From an optimization exercise on the open Yosys and OpenROAD flow, aimed at small area and a short achievable clock period; shortcuts taken in it are not production practice. The RTL was checked by simulation tests, not by an equivalence proof against the original design.

Setup of main:
==> flow/design.v <==
module fft_frame_buffer #(
  parameter int unsigned DATA_W = 16,
  parameter int unsigned N_LOG2 = 6
) (
  input  logic              clk,
  input  logic              rst,
  input  logic [DATA_W-1:0] sample_in,
  input  logic              sample_valid,
  input  logic              frame_ready,
  output logic [DATA_W-1:0] dataOut,
  output logic              FFT_en,
  output logic              frame_start,
  output logic              overflow
);
  localparam int unsigned N = 1 << N_LOG2;
  localparam int unsigned R = 8;    
  logic                state_q;
  logic [1:0]          full_q, full_d;
  logic                wr_bank_q, rd_bank_q;
  logic [N_LOG2-1:0]   wr_idx_q, rd_idx_q;
  logic                start_c, issue_c, last_c;
  logic                bank_free_c, accept_c, drop_c, wr_last_c;
  logic [DATA_W-1:0]   ring_q [2][R][R];    
  logic [DATA_W-1:0]   stg_q [R];           
  logic [2:0]          t_q;                 
  logic [2:0]          un_q, un1_q;
  logic                eq0_c, eq1_c;
  logic [DATA_W-1:0]   sin_q;               
  logic                we_q;
  logic [2:0]          wq_q;                
  logic [2*R-1:0]      ins_q;               
  logic                podd_c;              
  logic [R/2-1:0]      tp_q;                
  logic [2*R-1:0]      sel_q;               
  logic [DATA_W-1:0]   tap_c, dly1_q, dly2_q;
  function automatic logic [2:0] rev3(input logic [2:0] a);
    rev3 = {a[0], a[1], a[2]};
  endfunction
  always_comb begin
    issue_c     = state_q;
    last_c      = state_q && (rd_idx_q == N_LOG2'(N - 1));
    start_c     = !state_q && full_q[rd_bank_q] && frame_ready;
    bank_free_c = !full_q[wr_bank_q] || (last_c && (rd_bank_q == wr_bank_q));
    accept_c    = sample_valid && bank_free_c;
    drop_c      = sample_valid && !bank_free_c;
    wr_last_c   = accept_c && (wr_idx_q == N_LOG2'(N - 1));
  end
  always_comb begin
    full_d = full_q;
    for (int b = 0; b < 2; b++) begin
      if (last_c && (rd_bank_q == 1'(b))) begin
        full_d[b] = 1'b0;
      end
      if (wr_last_c && (wr_bank_q == 1'(b))) begin
        full_d[b] = 1'b1;
      end
    end
  end
  always_ff @(posedge clk) begin
    if (rst) begin
      state_q   <= 1'b0;
      full_q    <= '0;
      wr_bank_q <= 1'b0;
      wr_idx_q  <= '0;
      rd_bank_q <= 1'b0;
      rd_idx_q  <= '0;
      overflow  <= 1'b0;
    end else begin
      full_q <= full_d;
      if (start_c) begin
        state_q <= 1'b1;
      end else if (last_c) begin
        state_q <= 1'b0;
      end
      if (accept_c) begin
        wr_idx_q <= wr_idx_q + N_LOG2'(1);
        if (wr_last_c) begin
          wr_bank_q <= ~wr_bank_q;
        end
      end
      if (drop_c) begin
        overflow <= 1'b1;
      end
      if (start_c) begin
        rd_idx_q <= '0;
      end else if (issue_c) begin
        rd_idx_q <= rd_idx_q + N_LOG2'(1);
      end
      if (last_c) begin
        rd_bank_q <= ~rd_bank_q;
      end
    end
  end
  always_ff @(posedge clk) begin
    sin_q <= sample_in;
    we_q  <= accept_c && !rst;
    wq_q  <= wr_idx_q[2:0];
    for (int r = 0; r < R; r++) begin
      if (we_q && (wq_q == 3'(r))) begin
        stg_q[r] <= sin_q;
      end
    end
  end
  always_ff @(posedge clk) begin
    t_q   <= t_q + 3'd1;
    un_q  <= rev3(t_q + 3'd3);
    un1_q <= rev3(t_q + 3'd3) + 3'd1;
  end
  always_comb begin
    eq0_c = (wr_idx_q[5:3] == un_q);
    eq1_c = (wr_idx_q[5:3] == un1_q);
  end
  always_ff @(posedge clk) begin
    for (int r = 0; r < R; r++) begin
      logic older, dbank;
      older = (3'(r) >= wr_idx_q[2:0]);
      dbank = wr_bank_q ^ (older && (wr_idx_q[5:3] == 3'd0));
      for (int b = 0; b < 2; b++) begin
        ins_q[b*R + r] <= (dbank == 1'(b)) && (older ? eq1_c : eq0_c);
      end
    end
  end
  always_ff @(posedge clk) begin
    for (int b = 0; b < 2; b++) begin
      for (int r = 0; r < R; r++) begin
        for (int p = 1; p < R; p++) begin
          ring_q[b][r][p] <= ring_q[b][r][p-1];
        end
        ring_q[b][r][0] <= ins_q[b*R + r] ? stg_q[r] : ring_q[b][r][R-1];
      end
    end
  end
  assign podd_c = t_q[0] ^ rd_idx_q[0];
  always_ff @(posedge clk) begin
    logic       cont;
    logic [2:0] p, q;
    logic [N_LOG2:0] w;
    logic       tb;
    logic [2:0] tr, pn;
    cont = state_q && !last_c;
    p    = t_q - rd_idx_q[2:0];
    q    = p - 3'd1;
    w    = {1'b0, rd_idx_q} + (podd_c ? 7'd2 : 7'd3);
    if (cont && !w[N_LOG2]) begin
      tb = rd_bank_q;
      tr = rev3(w[5:3]);
      pn = q;
    end else if (cont) begin
      tb = !rd_bank_q;
      tr = 3'd0;
      pn = t_q + 3'd1;
    end else begin
      tb = rd_bank_q ^ last_c;
      tr = 3'd0;
      pn = start_c ? t_q : t_q + 3'd1;
    end
    for (int i = 0; i < R / 2; i++) begin
      tp_q[i] <= (pn[2:1] == 2'(i));
    end
    for (int b = 0; b < 2; b++) begin
      for (int r = 0; r < R; r++) begin
        sel_q[b*R + r] <= (tb == 1'(b)) && (tr == 3'(r));
      end
    end
  end
  always_comb begin
    tap_c = '0;
    for (int p = 0; p < R / 2; p++) begin
      logic [DATA_W-1:0] x;
      x = '0;
      for (int b = 0; b < 2; b++) begin
        for (int r = 0; r < R; r++) begin
          x = x | (ring_q[b][r][2*p] & {DATA_W{sel_q[b*R + r]}});
        end
      end
      tap_c = tap_c | (x & {DATA_W{tp_q[p]}});
    end
  end
  always_ff @(posedge clk) begin
    dly1_q  <= tap_c;
    dly2_q  <= dly1_q;
    dataOut <= podd_c ? dly1_q : dly2_q;
    if (rst) begin
      FFT_en      <= 1'b0;
      frame_start <= 1'b0;
    end else begin
      FFT_en      <= issue_c;
      frame_start <= issue_c && (rd_idx_q == '0);
    end
  end
endmodule
clock: 4.5 ns
lec_check: 0
cap_margin: 20
core_margin: 2
core_utilization: 55
cts_cluster_diameter: 80
cts_cluster_size: 30
place_density: 0.7
setup_slack_margin: 2.4
slew_margin: 20
run.sh (not shown) runs the stock make flow with config.mk's settings and CLKGATE_MAP_FILE= SYNTH_SCRIPT=/design/flow/synth_recipe.tcl, a recipe that flattens the netlist after the stock synthesis.
For the feature branch, these inputs were changed with respect to main:
-- flow/design.v --
<<< main, line 30
  logic [2:0]          wq_q;                
  logic [2*R-1:0]      ins_q;               
  logic                podd_c;              
  logic [R/2-1:0]      tp_q;                
  logic [2*R-1:0]      sel_q;               
  logic [DATA_W-1:0]   tap_c, dly1_q, dly2_q;
  function automatic logic [2:0] rev3(input logic [2:0] a);
    rev3 = {a[0], a[1], a[2]};
>>> the feature branch, line 30
  logic [2:0]          wq_q;                
  logic [2*R-1:0]      ins_q;               
  logic                odd_c;               
  logic                direct_q;            
  logic [R/2-1:0]      tp_q;                
  logic [2*R-1:0]      sel_q;               
  logic [N_LOG2-1:0]   ti_c;
  logic                tb_c;
  logic [DATA_W-1:0]   tap_c, dly_q;
  function automatic logic [2:0] rev3(input logic [2:0] a);
    rev3 = {a[0], a[1], a[2]};
<<< main, line 131
    end
  end
  assign podd_c = t_q[0] ^ rd_idx_q[0];
  always_ff @(posedge clk) begin
    logic       cont;
    logic [2:0] p, q;
    logic [N_LOG2:0] w;
    logic       tb;
    logic [2:0] tr, pn;
    cont = state_q && !last_c;
    p    = t_q - rd_idx_q[2:0];
    q    = p - 3'd1;
    w    = {1'b0, rd_idx_q} + (podd_c ? 7'd2 : 7'd3);
    if (cont && !w[N_LOG2]) begin
      tb = rd_bank_q;
      tr = rev3(w[5:3]);
      pn = q;
    end else if (cont) begin
      tb = !rd_bank_q;
      tr = 3'd0;
      pn = t_q + 3'd1;
    end else begin
      tb = rd_bank_q ^ last_c;
      tr = 3'd0;
      pn = start_c ? t_q : t_q + 3'd1;
    end
    for (int i = 0; i < R / 2; i++) begin
      tp_q[i] <= (pn[2:1] == 2'(i));
    end
    for (int b = 0; b < 2; b++) begin
      for (int r = 0; r < R; r++) begin
        sel_q[b*R + r] <= (tb == 1'(b)) && (tr == 3'(r));
      end
    end
>>> the feature branch, line 134
    end
  end
  always_comb begin
    odd_c = t_q[0] ^ rd_idx_q[0];
    if (state_q && !last_c) begin
      ti_c = rd_idx_q + (odd_c ? N_LOG2'(2) : N_LOG2'(1));
    end else begin
      ti_c = '0;
    end
    tb_c = rd_bank_q ^ last_c;
  end
  always_ff @(posedge clk) begin
    logic [2:0] pn;
    logic       burst_next;
    pn         = (state_q && !last_c) ? t_q - rd_idx_q[2:0] : t_q + 3'd1;
    burst_next = start_c || (state_q && !last_c);
    for (int p = 0; p < R / 2; p++) begin
      tp_q[p] <= (pn[2:1] == 2'(p));
    end
    direct_q <= burst_next && !pn[0];
    for (int b = 0; b < 2; b++) begin
      for (int r = 0; r < R; r++) begin
        sel_q[b*R + r] <= (tb_c == 1'(b)) && (rev3(ti_c[5:3]) == 3'(r));
      end
    end
<<< main, line 178
  end
  always_ff @(posedge clk) begin
    dly1_q  <= tap_c;
    dly2_q  <= dly1_q;
    dataOut <= podd_c ? dly1_q : dly2_q;
    if (rst) begin
      FFT_en      <= 1'b0;
>>> the feature branch, line 172
  end
  always_ff @(posedge clk) begin
    dly_q   <= tap_c;
    dataOut <= direct_q ? tap_c : dly_q;
    if (rst) begin
      FFT_en      <= 1'b0;
## What came out
Data required time at the worst endpoint (the feature branch over main): decrease, 1.48 ns
Of the feature branch and main, it is the feature branch that has the higher final worst-path cycle share.
The feature branch against main; net count of the mapped netlist is up slightly.
Taking main as the reference, in the feature branch routed length on met3 shows an increase of 11%, routed wire length per instance went up 0.98 um, final-layout non-clock buffer area share shows an increase of 0.83 points.

[port drivers added, routing unchanged]
The flow's constraints put no driver on any port. The routed layouts listed below were extracted and timed again, unchanged, in two steps.
Step 1 sets driving cells, clkbuf_16 on the clock port and buf_2 on the other inputs (assumed; they add their load-dependent delay and slew).
Step 2 adds t to the input delays and takes it off the output delays; t is the mean of the earliest and latest rising clock arrival at the registers after step 1. Input paths then give back, and output paths get back, about the clock's delay inside the block.
Three values: ideal, step 1, step 2; two values: the first two.
run	shift t [ns]	setup WS [ns]	latest minus earliest clock arrival (ns)	worst register clock-pin slew, ns	worst slew at a driven data input, ns
main	0.750	2.395 / 2.359 / 2.074	0.028 / 0.029	0.11 / 0.11	0.04
the feature branch	0.769	2.370 / 2.299 / 1.916	0.036 / 0.036	0.12 / 0.12	0.03
After both steps every run listed still meets setup and hold. For the feature branch, which loses most, drivers alone change the setup slack by -0.071 ns; drivers and shift together by -0.454 ns.
